This is an optimization exercise on Yosys and OpenROAD, whose aim is small area, not a production implementation. Only simulation tests tie the RTL to the original design; equivalence was not proved. No activity file was given, so power comes from the tool's default toggle rates.

## exp/tundra
==> flow/design.v <==
`timescale 1ns/1ps
package cc_ctrl_pkg;
  localparam logic REG_RW = 1'b0;
  localparam logic REG_RO = 1'b1;
  localparam logic [2:0] S_IDLE      = 3'd0;
  localparam logic [2:0] S_WR_ACCESS = 3'd1;   
  localparam logic [2:0] S_WR_RESP   = 3'd2;
  localparam logic [2:0] S_RD_ACCESS = 3'd3;   
  localparam logic [2:0] S_RD_RESP   = 3'd4;
  localparam logic [1:0] RESP_OKAY   = 2'b00;
  localparam logic [1:0] RESP_SLVERR = 2'b10;
  function automatic logic reg_access_of(input logic [5-1:0] idx);
    logic rw;
    rw = (idx[4:3] == 2'b00 &&  idx[2])                     
      || (idx[4:1] == 4'b0100)                              
      || (idx[4:3] == 2'b10 && !(idx[2] && idx[1]));        
    reg_access_of = rw ? REG_RW : REG_RO;
  endfunction
endpackage
`timescale 1ns/1ps
module cc_axil_slave (
  input  logic                      clk,
  input  logic                      rst_n,
  input  logic [8-1:0] awaddr,
  input  logic                      awvalid,
  output logic                      awready,
  input  logic [32-1:0] wdata,
  input  logic [3:0]                wstrb,
  input  logic                      wvalid,
  output logic                      wready,
  output logic                      bvalid,
  input  logic                      bready,
  output logic [1:0]                bresp,
  input  logic [8-1:0] araddr,
  input  logic                      arvalid,
  output logic                      arready,
  output logic                      rvalid,
  input  logic                      rready,
  output logic [1:0]                rresp,
  output logic [32-1:0] rdata,
  output logic                      bus_wr,      
  output logic                      bus_rd,      
  output logic [5-1:0]  bus_idx,     
  output logic [16-1:0]      bus_wdata,
  output logic [1:0]                bus_be,
  input  logic [16-1:0]      bus_rdata,   
  input  logic [3:0]                status       
);
  logic acc_q, resp_q, wr_q;
  logic idle;
  assign idle    = !acc_q && !resp_q;
  assign awready = idle && awvalid && wvalid;
  assign wready  = awready;
  assign arready = idle && !awvalid && !wvalid;
  always_ff @(posedge clk or negedge rst_n) begin
    if (!rst_n) begin
      acc_q  <= 1'b0;
      resp_q <= 1'b0;
      wr_q   <= 1'b0;
    end else begin
      acc_q  <= awready || (arready && arvalid);
      resp_q <= acc_q || (resp_q && !(wr_q ? bready : rready));
      if (idle) wr_q <= awvalid && wvalid;
    end
  end
  always_ff @(posedge clk) begin
    if (idle) bus_idx <= (awvalid && wvalid) ? awaddr[5+1:2] : araddr[5+1:2];
  end
  always_ff @(posedge clk) begin
    if (!rvalid) bus_wdata[3:0] <= bus_rd ? status : wdata[3:0];
    bus_wdata[16-1:4] <= wdata[16-1:4];
    bus_be <= wstrb[1:0];
  end
  assign bus_wr = acc_q && wr_q;
  assign bus_rd = acc_q && !wr_q;
  assign bvalid = resp_q && wr_q;
  assign bresp  = (cc_ctrl_pkg::reg_access_of(bus_idx) == cc_ctrl_pkg::REG_RW)
                  ? cc_ctrl_pkg::RESP_OKAY : cc_ctrl_pkg::RESP_SLVERR;
  assign rvalid = resp_q && !wr_q;
  assign rresp  = cc_ctrl_pkg::RESP_OKAY;
  assign rdata  = {{(32-16){1'b0}}, bus_rdata};
endmodule
`timescale 1ns/1ps
module cc_register_file (
  input  logic                     clk,
  input  logic                     rst_n,
  input  logic                     bus_wr,      
  input  logic [5-1:0] bus_idx,
  input  logic [16-1:0]     bus_wdata,
  input  logic [1:0]               bus_be,
  input  logic [3:0]               status,      
  output logic [16-1:0]     bus_rdata,   
  output logic [11:0][15:0]        regs         
);
  function automatic logic [5-1:0] idx_of(input int k);
    idx_of = (k < 6) ? 5'(k + 4) : 5'(k - 6 + 16);
  endfunction
  for (genvar k = 0; k < 12; k++) begin : g_reg
    logic sel;
    assign sel = bus_wr && (bus_idx == idx_of(k));
    always_ff @(posedge clk or negedge rst_n) begin
      if (!rst_n) begin
        regs[k] <= '0;
      end else begin
        if (sel && bus_be[0]) regs[k][7:0]  <= bus_wdata[7:0];    
        if (sel && bus_be[1]) regs[k][15:8] <= bus_wdata[15:8];   
      end
    end
  end
  logic [11:0] rsel;
  logic        id_sel, st_sel;
  for (genvar k = 0; k < 12; k++) begin : g_rsel
    assign rsel[k] = (bus_idx == idx_of(k));
  end
  assign id_sel = (bus_idx == 0);
  assign st_sel = (bus_idx[4:2] == 3'b000) && (bus_idx[1:0] != 2'b00);
  localparam logic [16-1:0] ID_VALUE = 16'h4343;
  logic [16-1:0] status_w;
  assign status_w = {12'b0, status};
  for (genvar i = 0; i < 16; i++) begin : g_rbit
    logic [3:0] grp_n;   
    for (genvar g = 0; g < 4; g++) begin : g_grp
      cc_rd_aoi3 u_aoi (
        .sel ({rsel[3*g+2], rsel[3*g+1], rsel[3*g]}),
        .val ({regs[3*g+2][i], regs[3*g+1][i], regs[3*g][i]}),
        .y_n (grp_n[g])
      );
    end
    assign bus_rdata[i] = !(&grp_n)
                          || (id_sel && ID_VALUE[i])
                          || (st_sel && status_w[i]);
  end
endmodule
module cc_rd_aoi3 (
  input  logic [2:0] sel,
  input  logic [2:0] val,
  output logic       y_n
);
  assign y_n = !(|(sel & val));
endmodule
`timescale 1ns/1ps
module cc_scan_timing (
  input  logic        clk,
  input  logic        rst_n,
  input  logic        enable,    
  output logic [3:0]  x,
  output logic [2:0]  y,
  output logic        hblank,
  output logic        vblank
);
  always_ff @(posedge clk or negedge rst_n) begin
    if (!rst_n) begin
      x <= '0;
      y <= '0;
    end else if (!enable) begin
      x <= '0;
      y <= '0;
    end else begin
      x <= x + 4'd1;
      if (&x) y <= y + 3'd1;
    end
  end
  assign hblank = x[3] & x[2];
  assign vblank = y[2] & y[1];
endmodule
`timescale 1ns/1ps
module cc_ctrl_top (
  input  logic                      clk,
  input  logic                      rst_n,
  input  logic [8-1:0] awaddr,
  input  logic                      awvalid,
  output logic                      awready,
  input  logic [32-1:0] wdata,
  input  logic [3:0]                wstrb,
  input  logic                      wvalid,
  output logic                      wready,
  output logic                      bvalid,
  input  logic                      bready,
  output logic [1:0]                bresp,
  input  logic [8-1:0] araddr,
  input  logic                      arvalid,
  output logic                      arready,
  output logic                      rvalid,
  input  logic                      rready,
  output logic [1:0]                rresp,
  output logic [32-1:0] rdata,
  output logic [15:0]               mode_ctrl,
  output logic [15:0]               mem_ctrl,
  output logic [15:0]               output_ctrl,
  output logic [15:0]               sprite_z,
  output logic [15:0]               scroll_x,
  output logic [15:0]               scroll_y,
  output logic [15:0]               tile_ctrl0,
  output logic [15:0]               tile_data_offset,
  output logic [15:0]               tile_nop_value,
  output logic [15:0]               tile_color_key,
  output logic [15:0]               tile_offset_x,
  output logic [15:0]               tile_offset_y,
  output logic [15:0]               scan_x,
  output logic [15:0]               scan_y,
  output logic                      hblank,
  output logic                      vblank
);
  logic                     bus_wr, bus_rd;
  logic [5-1:0] bus_idx;
  logic [16-1:0]     bus_wdata, bus_rdata;
  logic [1:0]               bus_be;
  logic [11:0][15:0]        regs;
  logic [3:0]               x;
  logic [2:0]               y;
  logic [3:0]               status;
  cc_axil_slave u_axil (
    .clk, .rst_n,
    .awaddr, .awvalid, .awready, .wdata, .wstrb, .wvalid, .wready,
    .bvalid, .bready, .bresp,
    .araddr, .arvalid, .arready, .rvalid, .rready, .rresp, .rdata,
    .bus_wr, .bus_rd, .bus_idx, .bus_wdata, .bus_be, .bus_rdata, .status
  );
  cc_register_file u_regs (
    .clk, .rst_n,
    .bus_wr, .bus_idx, .bus_wdata, .bus_be,
    .status (bus_wdata[3:0]),   
    .bus_rdata, .regs
  );
  cc_scan_timing u_scan (
    .clk, .rst_n,
    .enable (regs[2][0]),   
    .x, .y, .hblank, .vblank
  );
  always_comb begin
    case (bus_idx[1:0])
      2'd2:    status = x;
      2'd3:    status = {1'b0, y};
      default: status = {2'b0, hblank, vblank};
    endcase
  end
  assign mode_ctrl        = regs[0];
  assign mem_ctrl         = regs[1];
  assign output_ctrl      = regs[2];
  assign sprite_z         = regs[3];
  assign scroll_x         = regs[4];
  assign scroll_y         = regs[5];
  assign tile_ctrl0       = regs[6];
  assign tile_data_offset = regs[7];
  assign tile_nop_value   = regs[8];
  assign tile_color_key   = regs[9];
  assign tile_offset_x    = regs[10];
  assign tile_offset_y    = regs[11];
  assign scan_x           = {12'b0, x};
  assign scan_y           = {13'b0, y};
endmodule
==> flow/config.mk <==
export PLATFORM = sky130hd
export DESIGN_NAME = cc_ctrl_top
export DESIGN_NICKNAME = cc_ctrl_top
export VERILOG_FILES = /design/flow/design.v
export SDC_FILE = /design/flow/constraint.sdc
export NUM_CORES = 4
export LEC_CHECK = 0
export ABC_AREA = 1
export CAP_MARGIN = 20
export CORE_MARGIN = 2
export CORE_UTILIZATION = 75
export PLACE_DENSITY = 0.85
export SLEW_MARGIN = 20
==> flow/constraint.sdc <==
create_clock -name core_clock -period 4.0 [get_ports {clk}]
set_input_delay 0.8000 -clock core_clock [delete_from_list [all_inputs] [get_ports {clk}]]
set_output_delay 0.8000 -clock core_clock [all_outputs]
set_load 0.01 [all_outputs]
standard.sh (not shown) runs the stock make flow with config.mk's settings and CLKGATE_MAP_FILE= SYNTH_SCRIPT=/design/flow/synth_recipe.tcl, a recipe that flattens the netlist after the stock synthesis.
==> flow/flow/run.sh <==
#!/bin/bash
# Layout flow: the standard layout (standard.sh) with these changes
#  - synthesis maps logic with area-oriented abc scripts (flow/synth.tcl); the read-mux module
#    cc_rd_aoi3 is kept whole through mapping, then flattened like the rest; flip-flop mapping
#    and naming are the standard script's
#  - every port is still buffered, with sky130_fd_sc_hd__buf_1 instead of the default choice
#  - constant outputs share one tie cell instead of one tie cell each
#  - clock tree from clkbuf_4 leaf buffers (clkbuf_8 above them), no dummy loads
set -euo pipefail
here=$(pwd)
export AREA_MAP_ABC="$here/flow/area_map.abc"
export AOI_MAP_ABC="$here/flow/aoi_map.abc"
bash standard.sh \
  "SYNTH_SCRIPT=$here/flow/synth.tcl" \
  "SYNTH_KEEP_MODULES=cc_rd_aoi3" \
  "BUFFER_PORTS_ARGS=-buffer_cell sky130_fd_sc_hd__buf_1" \
  "SKIP_REPAIR_TIE_FANOUT=1" \
  "CTS_ARGS=-sink_clustering_enable -repair_clock_nets -dont_use_dummy_load -buf_list {sky130_fd_sc_hd__clkbuf_4 sky130_fd_sc_hd__clkbuf_8} -sink_clustering_buffer sky130_fd_sc_hd__clkbuf_4 -sink_clustering_size 11 -sink_clustering_max_diameter 45" \
  finish > "$here/standard_flow.log" 2>&1
==> flow/flow/aoi_map.abc <==
strash
dch
amap
==> flow/flow/area_map.abc <==
strash
dc2
dch -f
map -a
==> flow/flow/synth.tcl <==
# The standard synthesis script (synth_recipe.tcl) with one change: abc maps the logic with
# area-oriented scripts instead of ORFS's abc_area.script. The read-mux cells (module
# cc_rd_aoi3, kept as its own module until the flatten below) are mapped first with
# flow/aoi_map.abc, the rest with flow/area_map.abc. Flip-flop mapping and naming are unchanged.
proc synth {args} { yosys synth -nofsm -noshare {*}$args }
proc abc {args} {
  set i [lsearch -exact $args -script]
  if { $i >= 0 } {
    set aoi_args $args
    lset aoi_args [expr {$i + 1}] $::env(AOI_MAP_ABC)
    yosys abc {*}$aoi_args cc_rd_aoi3
    lset args [expr {$i + 1}] $::env(AREA_MAP_ABC)
  }
  yosys abc {*}$args
}
source $::env(SCRIPTS_DIR)/synth.tcl
# left out here: clear keep_hierarchy, flatten, clean up, hide names made inside functions, write 1_2_yosys.v
In summary, exp/tundra completed successfully, with a layout that passed the timing, design-rule and antenna checks.
Edits applied to the flow inputs when going from exp/tundra to exp/zinc:
-- flow/flow/run.sh --
<<< exp/tundra, line 8
#  - clock tree from clkbuf_4 leaf buffers (clkbuf_8 above them), no dummy loads
>>> exp/zinc, line 8
#  - clock tree built from clkbuf_4/clkbuf_8 with larger sink clusters and no dummy loads
<<< exp/tundra, line 18
  "CTS_ARGS=-sink_clustering_enable -repair_clock_nets -dont_use_dummy_load -buf_list {sky130_fd_sc_hd__clkbuf_4 sky130_fd_sc_hd__clkbuf_8} -sink_clustering_buffer sky130_fd_sc_hd__clkbuf_4 -sink_clustering_size 11 -sink_clustering_max_diameter 45" \
>>> exp/zinc, line 18
  "CTS_ARGS=-sink_clustering_enable -repair_clock_nets -dont_use_dummy_load -buf_list {sky130_fd_sc_hd__clkbuf_4 sky130_fd_sc_hd__clkbuf_8} -sink_clustering_size 16 -sink_clustering_max_diameter 60" \
[summary]
The global-route track usage on met1 reported for exp/zinc is smaller than that of exp/tundra by 1.0 points. Shortest period the worst path allows: exp/zinc better than exp/tundra. Compared exp/zinc vs exp/tundra, and area overhead of the layout relative to synthesis is up in exp/zinc. Measured against each other, exp/tundra and exp/zinc differ in clock latency of the later-clocked register in the worst-skew pair, the higher figure coming from exp/tundra. Comparing setup slack for exp/tundra and exp/zinc, the bigger number came from exp/zinc. Between exp/zinc and exp/tundra, the multi-input gate share of total cell area does not differ in any meaningful way. Going from exp/tundra to exp/zinc, filler-free cell count of the finished design shrank slightly.
> inputs changed (exp/zinc -> exp/juniper)
-- flow/flow/run.sh --
<<< exp/zinc, line 8
#  - clock tree built from clkbuf_4/clkbuf_8 with larger sink clusters and no dummy loads
>>> exp/juniper, line 8
#  - clock tree from clkbuf_4 leaf buffers (clkbuf_8 above them), no dummy loads
<<< exp/zinc, line 18
  "CTS_ARGS=-sink_clustering_enable -repair_clock_nets -dont_use_dummy_load -buf_list {sky130_fd_sc_hd__clkbuf_4 sky130_fd_sc_hd__clkbuf_8} -sink_clustering_size 16 -sink_clustering_max_diameter 60" \
>>> exp/juniper, line 18
  "CTS_ARGS=-sink_clustering_enable -repair_clock_nets -dont_use_dummy_load -buf_list {sky130_fd_sc_hd__clkbuf_4 sky130_fd_sc_hd__clkbuf_8} -sink_clustering_buffer sky130_fd_sc_hd__clkbuf_4 -sink_clustering_size 10 -sink_clustering_max_diameter 40" \
[summary]
Compared exp/zinc against exp/juniper; wire length of the first global-routing pass within noise.
Looking at post-synthesis to final-layout area growth, exp/juniper sits 0.21 points below exp/zinc.
From exp/juniper to exp/zinc, overall die height did not move at all.
According to the power report, total power for exp/juniper is lower than for exp/zinc.
exp/juniper against exp/zinc: first-iteration detailed-routing DRC count lost 27, met3 usage went up, total number of tap cells flat.
Between exp/zinc and exp/juniper, the global-route usage figures differ only marginally.
Comparing exp/zinc with exp/juniper, the sum of buffers and inverters on the critical path came out essentially unchanged.
The inputs of exp/lagoon differ from those of exp/juniper as listed below.
-- flow/flow/run.sh --
<<< exp/juniper, line 8
#  - clock tree from clkbuf_4 leaf buffers (clkbuf_8 above them), no dummy loads
>>> exp/lagoon, line 8
#  - clock tree built from clkbuf_4/clkbuf_8 with larger sink clusters and no dummy loads
<<< exp/juniper, line 18
  "CTS_ARGS=-sink_clustering_enable -repair_clock_nets -dont_use_dummy_load -buf_list {sky130_fd_sc_hd__clkbuf_4 sky130_fd_sc_hd__clkbuf_8} -sink_clustering_buffer sky130_fd_sc_hd__clkbuf_4 -sink_clustering_size 10 -sink_clustering_max_diameter 40" \
>>> exp/lagoon, line 18
  "CTS_ARGS=-sink_clustering_enable -repair_clock_nets -dont_use_dummy_load -buf_list {sky130_fd_sc_hd__clkbuf_4 sky130_fd_sc_hd__clkbuf_8} -sink_clustering_size 16 -sink_clustering_max_diameter 60" \
-- flow/config.mk --
<<< exp/juniper, line 11
export CORE_UTILIZATION = 75
export PLACE_DENSITY = 0.85
>>> exp/lagoon, line 11
export CORE_UTILIZATION = 40
export PLACE_DENSITY = 0.6
[summary]
Delta (exp/lagoon minus exp/juniper): count of clock-buffer cells in the layout decreased 25%, total power increased 3.9%. Comparing clock share of power for exp/lagoon and exp/juniper, the bigger number came from exp/lagoon. Between exp/juniper and exp/lagoon, the switching share of total power does not differ in any meaningful way. The lower final period utilization of exp/lagoon and exp/juniper is in exp/juniper. Shortest period the worst path allows was lower in exp/juniper than in exp/lagoon. When exp/lagoon is set beside exp/juniper, its proportion of power drawn by combinational gates turns out to be 0.2 points smaller. [compare] base=exp/juniper new=exp/lagoon: non-clock buffering overhead in the final layout closely matched the old numbers, number of filler cells placed in the layout increased by about 230% relative to the old numbers. exp/lagoon vs exp/juniper — total wire length climbed by a little under 10%. The flow did not stop early for exp/lagoon: all stages ran, and the layout cleared the timing, design-rule and antenna checks. Between exp/lagoon and exp/juniper, it is exp/lagoon whose antenna diode instance count is higher, by 1.

[what the ideal ports hide]
Ports are ideal in the flow. The routed layouts listed here were re-timed in OpenROAD.
Step 1 sets driving cells, clkbuf_16 on the clock port and buf_2 on the other inputs (assumed; they add their load-dependent delay and slew).
Step 2 adds t to the input delays and takes it off the output delays; t is the mean of the earliest and latest rising clock arrival at the registers after step 1. Input paths then give back, and output paths get back, about the clock's delay inside the block.
a / b / c = no drivers / after step 1 / after step 2; a / b = the first two.
| run | shift t [ns] | setup WS [ns] | worst setup path at the end | slew at the worst register clock pin (ns) |
|---|---|---|---|---|
| exp/tundra | 0.553 | 0.501 / 0.467 / 1.020 | register to output | 0.12 / 0.12 |
| exp/zinc | 0.514 | 0.523 / 0.486 / 0.999 | register to output | 0.11 / 0.11 |
| exp/juniper | 0.549 | 0.535 / 0.498 / 1.047 | register to output | 0.11 / 0.11 |
| exp/lagoon | 0.550 | 0.269 / 0.231 / 0.781 | register to output | 0.10 / 0.10 |
After both steps every run listed still meets setup and hold.
